This design comes from an exercise in tuning for small area on the open sky130 flow, not from production work.
In this exercise RTL edits were held to simulation tests only and were not proved equivalent to the original.
Power and IR drop assume default switching activity. No driver is modelled on the clock port, so clocking that relies on it looks cheaper here than on a real chip.

Setup of run 1:
==> flow/design.v <==
`timescale 1ns/1ns
`default_nettype none
module uart_rx (
	input  logic       i_clock,
	input  logic       i_rst_n,
	input  logic       i_rx,
	output logic [7:0] o_byte,
	output logic       o_valid
);
	localparam logic [1:0] RX_IDLE = 2'd0, RX_START = 2'd1, RX_DATA = 2'd2, RX_STOP = 2'd3;
	logic [1:0] state;
	logic       rx_meta;
	logic       rx_sync;
	logic [2:0] clk_cnt;
	logic [2:0] bit_idx;
	logic [7:0] shift;
	always_ff @(posedge i_clock) begin
		if (!i_rst_n) begin
			rx_meta <= 1'b1;
			rx_sync <= 1'b1;
		end else begin
			rx_meta <= i_rx;
			rx_sync <= rx_meta;
		end
	end
	always_ff @(posedge i_clock) begin
		if (!i_rst_n) begin
			state   <= RX_IDLE;	 
			o_valid <= 1'b0;
		end else begin
			o_valid <= 1'b0;
			case (state)
			RX_IDLE: begin
				clk_cnt <= '0;
				if (!rx_sync) state <= RX_START;
			end
			RX_START: begin
				if (clk_cnt == 3'd3) begin
					clk_cnt <= '0;
					bit_idx <= '0;
					state   <= rx_sync ? RX_IDLE : RX_DATA;
				end else begin
					clk_cnt <= clk_cnt + 1'b1;
				end
			end
			RX_DATA: begin
				if (clk_cnt == 3'd7) begin
					clk_cnt <= '0;
					shift   <= {rx_sync, shift[7:1]};
					bit_idx <= bit_idx + 1'b1;
					if (bit_idx == 3'd7) state <= RX_STOP;
				end else begin
					clk_cnt <= clk_cnt + 1'b1;
				end
			end
			default: begin
				if (clk_cnt == 3'd7) begin
					o_valid <= rx_sync;
					state   <= RX_IDLE;
				end else begin
					clk_cnt <= clk_cnt + 1'b1;
				end
			end
			endcase
		end
	end
	assign o_byte = shift;
endmodule
`default_nettype wire
`timescale 1ns/1ns
`default_nettype none
module dbg_top (
	input  logic       i_clock,
	input  logic       i_rst_n,
	input  logic       i_rx,
	output logic       o_tx,
	output logic [2:0] o_state
);
	localparam logic [2:0] IDLE = 3'd0, LOAD_BYTES = 3'd1, RUNNING = 3'd2,
	                       STEPPING = 3'd3, DUMP_SEND = 3'd4, DUMP_WAIT = 3'd5;
	logic [7:0] rx_byte;
	logic       rx_valid;
	uart_rx u_uart_rx (
		.i_clock (i_clock),
		.i_rst_n (i_rst_n),
		.i_rx    (i_rx),
		.o_byte  (rx_byte),
		.o_valid (rx_valid)
	);
	logic [2:0] state;
	logic [1:0] byte_cnt;
	logic [5:0] u;	 
	logic       tx_busy;
	logic       halted;
	assign o_state = state;
	wire tx_accept = (state == DUMP_WAIT) && !tx_busy;
	always_ff @(posedge i_clock) begin
		if (!i_rst_n) begin
			state    <= IDLE;
			byte_cnt <= '0;
			u        <= 6'd63;
		end else begin
			case (state)
			IDLE: begin
				if (rx_valid) begin
					case (rx_byte)
					8'h4c:   state <= LOAD_BYTES;
					8'h52:   state <= RUNNING;
					8'h53:   state <= STEPPING;
					default: state <= IDLE;
					endcase
				end
			end
			LOAD_BYTES: begin
				if (rx_valid) begin
					byte_cnt <= byte_cnt + 1'b1;
					if (byte_cnt == 2'd3) state <= IDLE;
				end
			end
			RUNNING:   if (halted) state <= DUMP_SEND;
			STEPPING:  state <= DUMP_SEND;
			DUMP_SEND: state <= DUMP_WAIT;
			DUMP_WAIT: begin
				if (!tx_busy) begin
					u     <= (u == 6'd63) ? 6'd29 : u + 1'b1;
					state <= (u == 6'd62) ? IDLE : DUMP_SEND;
				end
			end
			default: state <= IDLE;
			endcase
		end
	end
	logic [21:0] wbuf;	 
	logic        fetch;	 
	logic [63:0][21:0] mem;	 
	logic        pend;	 
	logic        rst_seen;
	logic [5:0]  la;
	logic [5:0]  rot;
	wire  [5:0]  nrot = rot + 6'd55;
	wire         mem_wr = pend && (nrot == la);
	wire         ld_byte = (state == LOAD_BYTES) && rx_valid;
	wire  [5:0]  op      = rx_byte[7:2];
	wire         is_addi = (op == 6'd8);
	wire         is_add  = (op == 6'd0) && (wbuf[5:0] == 6'd32);
	always_ff @(posedge i_clock) begin
		if (ld_byte) begin
			case (byte_cnt)
			2'd0: wbuf[7:0]  <= rx_byte;
			2'd1: wbuf[15:8] <= rx_byte;
			2'd2: begin
				wbuf[21:19] <= rx_byte[7:5];
				wbuf[18:16] <= rx_byte[2:0];
			end
			default: begin
				wbuf[15]    <= (is_addi && wbuf[18:16] != 3'd0) ? wbuf[15] : (op == 6'd63);
				wbuf[18:16] <= is_addi ? wbuf[18:16] : 3'd0;
				wbuf[2:0]   <= is_add ? wbuf[18:16] : wbuf[2:0];
				wbuf[13:11] <= (is_add || (is_addi && wbuf[18:16] != 3'd0)) ? wbuf[13:11] : 3'd0;
			end
			endcase
		end else if (fetch) begin
			wbuf <= mem[0];
		end
	end
	always_ff @(posedge i_clock) begin
		if (mem_wr) begin
			pend     <= 1'b0;
			rst_seen <= 1'b0;
			la       <= (!i_rst_n || rst_seen) ? 6'd0 : la + 1'b1;
		end else if (!i_rst_n) begin
			rst_seen <= pend;
			if (!pend) la <= 6'd0;
		end else if (ld_byte && byte_cnt == 2'd3) begin
			pend <= 1'b1;
		end
	end
	always_ff @(posedge i_clock) begin
		rot <= nrot;
		for (int i = 0; i < 63; i++) mem[i] <= mem[i+1];
		mem[63] <= mem[0];
		if (mem_wr) mem[0] <= wbuf;
	end
	logic [15:0] count;
	wire  [5:0]  pc = count[5:0];	 
	logic [5:0]  rp;	 
	logic [6:0]  hd;	 
	wire [5:0] hdist  = rot - pc;
	wire [21:0] hword = (pend && rot == la) ? wbuf : mem[0];	 
	wire        h_head = (hword[18:16] == 3'd0) && (hword[13:11] == 3'd0) && hword[15];
	wire exec    = ((state == RUNNING) || (state == STEPPING)) && !halted;
	assign fetch = ((rp != pc) || exec) && (rot == rp) && !(tx_busy && u == 6'd63);
	always_ff @(posedge i_clock) begin
		if (!i_rst_n) begin
			count   <= '0;
			halted  <= 1'b0;
			rp      <= '0;
			hd      <= 7'd64;
		end else begin
			if (ld_byte && byte_cnt == 2'd3)
				hd <= 7'd64;	 
			else if (exec)
				hd <= hd[6] ? hd : hd - 1'b1;
			else if (h_head && (hd[6] || hdist < hd[5:0]))
				hd <= {1'b0, hdist};
			if (exec) begin
				count <= count + 1'b1;
				if (hd == 7'd0) halted <= 1'b1;
			end
			if (fetch) rp <= rp + 1'b1;
		end
	end
	wire  [1:0]  ph = {rot[1] ^ rot[0], rot[0]};	 
	logic        act;	 
	logic        exe;	 
	logic        carry;
	logic [1:0]  zc;
	logic [7:1][3:0][7:0] regs;	 
	wire start = act && (ph == 2'd0);
	wire proc  = start || exe;
	wire zero  = !i_rst_n || (zc != 2'd0);
	always_ff @(posedge i_clock) begin
		if (!i_rst_n) begin
			act <= 1'b0;
			exe <= 1'b0;
			zc  <= 2'd3;
		end else begin
			if (fetch)      act <= 1'b1;
			else if (start) act <= 1'b0;
			if (start)            exe <= 1'b1;
			else if (ph == 2'd3)  exe <= 1'b0;
			if (zc != 2'd0) zc <= zc - 1'b1;
		end
	end
	logic [7:0] head [8];
	always_comb begin
		head[0] = 8'd0;
		for (int r = 1; r < 8; r++) head[r] = regs[r][0];
	end
	wire [2:0] rs_i   = wbuf[21:19];
	wire [2:0] t_i    = wbuf[18:16];
	wire [2:0] dest   = (t_i != 3'd0) ? t_i : wbuf[13:11];
	wire       add_i  = (t_i == 3'd0);
	wire [7:0] imm_b  = (ph == 2'd0) ? wbuf[7:0] : (ph == 2'd1) ? wbuf[15:8] : {8{wbuf[15]}};
	wire       dumpr  = tx_busy && u[5] && (u[4:2] != 3'd0);	 
	wire [7:0] opa    = head[dumpr ? u[4:2] : rs_i];
	wire [7:0] opb    = add_i ? head[wbuf[2:0]] : imm_b;
	wire [8:0] sum    = {1'b0, opa} + {1'b0, opb} + {8'd0, (ph != 2'd0) && carry};
	wire [7:0] wdat = zero ? 8'd0 : sum[7:0];
	always_ff @(posedge i_clock) begin
		carry <= sum[8];
		for (int r = 1; r < 8; r++) begin
			regs[r][0] <= regs[r][1];
			regs[r][1] <= regs[r][2];
			regs[r][2] <= regs[r][3];
			regs[r][3] <= (zero || (proc && dest == 3'(r))) ? wdat : regs[r][0];
		end
	end
	logic [2:0] tx_clk;
	logic [3:0] tx_bit;
	logic       nb;	 
	logic [7:0] src;
	always_comb begin
		if (!u[5]) begin
			case (u[1:0])
			2'd1:    src = {2'b00, pc};
			2'd2:    src = count[7:0];
			default: src = count[15:8];
			endcase
		end else begin
			src = dumpr ? opa : 8'd0;
		end
	end
	always_ff @(posedge i_clock) begin
		if (!u[5] || ph == u[1:0]) nb <= src[tx_bit[2:0]];
	end
	always_ff @(posedge i_clock) begin
		if (!i_rst_n) begin
			tx_busy <= 1'b0;
			o_tx    <= 1'b1;
		end else if (!tx_busy) begin
			if (tx_accept) begin
				tx_busy <= 1'b1;
				o_tx    <= 1'b0;
				tx_clk  <= '0;
				tx_bit  <= '0;
			end
		end else if (tx_clk == 3'd7) begin
			tx_clk <= '0;
			if (tx_bit == 4'd9) begin
				tx_busy <= 1'b0;
			end else begin
				o_tx   <= (tx_bit == 4'd8) ? 1'b1 : nb;
				tx_bit <= tx_bit + 1'b1;
			end
		end else begin
			tx_clk <= tx_clk + 1'b1;
		end
	end
endmodule
`default_nettype wire
clock: 10.0 ns
lec_check: 0
cap_margin: 20
core_margin: 2
core_utilization: 60
slew_margin: 20
standard.sh (not shown) runs the stock make flow with config.mk's settings and CLKGATE_MAP_FILE= SYNTH_SCRIPT=/design/flow/synth_recipe.tcl, a recipe that flattens the netlist after the stock synthesis.
==> flow/flow/run.sh <==
#!/bin/bash
# Standard layout, with clock tree synthesis told not to add dummy loads.
set -euo pipefail
CTS="-sink_clustering_enable -repair_clock_nets -dont_use_dummy_load"
CTS="$CTS -buf_list sky130_fd_sc_hd__clkbuf_16 -sink_clustering_size 32 -sink_clustering_max_diameter 150"
bash standard.sh finish "CTS_ARGS=$CTS" > make_finish.log 2>&1
Run 1 | stages: all done | timing, DRC, antenna: all pass
--- input diff run 1..run 2 ---
Settings: ABC_AREA now 1, previously not set.
==> flow/flow/run.sh <==
#!/bin/bash
# Standard layout, with clock tree synthesis told not to add dummy loads.
set -euo pipefail
CTS="-sink_clustering_enable -repair_clock_nets -dont_use_dummy_load"
CTS="$CTS -buf_list sky130_fd_sc_hd__clkbuf_16 -sink_clustering_size 32 -sink_clustering_max_diameter 90"
bash standard.sh finish "CTS_ARGS=$CTS" > make_finish.log 2>&1
[summary]
The final layout from run 2, which completed every stage, passed the timing, design-rule and antenna checks at the end of the flow.
The global-route usage in run 2 was higher than what run 1 gave.
[compare] base=run 1 new=run 2: number of sequential cells in the layout roughly the same; clock power grew by about 5%; cell area after layout rose by about 0.35%.
Sort run 1 and run 2 by clock-buffer cell count asc -> top: run 1
Inputs modified between run 2 and run 3:
Settings: removing ABC_AREA (formerly 1).
==> flow/flow/run.sh <==
#!/bin/bash
# Standard layout, with clock tree synthesis told not to add dummy loads.
set -euo pipefail
CTS="-sink_clustering_enable -repair_clock_nets -dont_use_dummy_load"
CTS="$CTS -buf_list sky130_fd_sc_hd__clkbuf_16 -sink_clustering_size 32 -sink_clustering_max_diameter 60"
bash standard.sh finish "CTS_ARGS=$CTS" > make_finish.log 2>&1
### Flow results
The inverter count of the layout excluding clock inverters reported for run 3 is smaller than that of run 2 by 80%. The clock-buffer cell count in run 3 sits about 13% above the value recorded for run 2. ~same clock-pin slew of the registers on the worst-case setup and hold paths in run 2 and run 3. Run 3 vs run 2: worst-case setup margin in the final layout down in run 3.
Input-level comparison between run 4 and run 3:
==> flow/flow/run.sh <==
#!/bin/bash
# Standard layout, with clock tree synthesis told not to add dummy loads.
set -euo pipefail
CTS="-sink_clustering_enable -repair_clock_nets -dont_use_dummy_load"
CTS="$CTS -buf_list sky130_fd_sc_hd__clkbuf_16 -sink_clustering_size 32 -sink_clustering_max_diameter 90"
bash standard.sh finish "CTS_ARGS=$CTS" > make_finish.log 2>&1
## What came out
- Per the comparison of run 4 with run 3, fraction of power consumed by combinational cells comparable, cell area now smaller, fmax now smaller, die boundary width comparable.
- On sequential share of layout area, the lower figure sits with run 3, not run 4.
- Cmp run 3 and run 4 / global-route usage / higher: run 3

## port drivers added, routing unchanged
The results above use ideal ports. As a check the final layouts listed here were re-extracted and re-timed, cells and wires unchanged.
Step 1 (the two cells are an assumption about what drives the block):
set clk [get_ports {i_clock}]
set_driving_cell -lib_cell sky130_fd_sc_hd__clkbuf_16 $clk
set_driving_cell -lib_cell sky130_fd_sc_hd__buf_2 [delete_from_list [all_inputs] $clk]
Step 2 also shifts input and output timing later by t, the mid clock arrival at the registers, as if the neighbouring blocks saw the same clock.
Three values: no drivers, after step 1, after step 2; two values: the first two.
| run | t, ns | setup WS [ns] | worst register clock-pin slew, ns |
|---|---|---|---|
| run 1 | 0.707 | 5.319 / 5.319 / 5.273 | 0.12 / 0.12 |
| run 2 | 0.655 | 5.605 / 5.605 / 5.378 | 0.12 / 0.12 |
| run 3 | 0.650 | 5.458 / 5.458 / 5.458 | 0.11 / 0.11 |
| run 4 | 0.686 | 5.415 / 5.415 / 5.415 | 0.12 / 0.12 |
After both steps setup and hold are still met in every run listed. For run 2, which loses most, drivers alone change the setup slack by 0.000 ns; drivers and shift together by -0.227 ns.
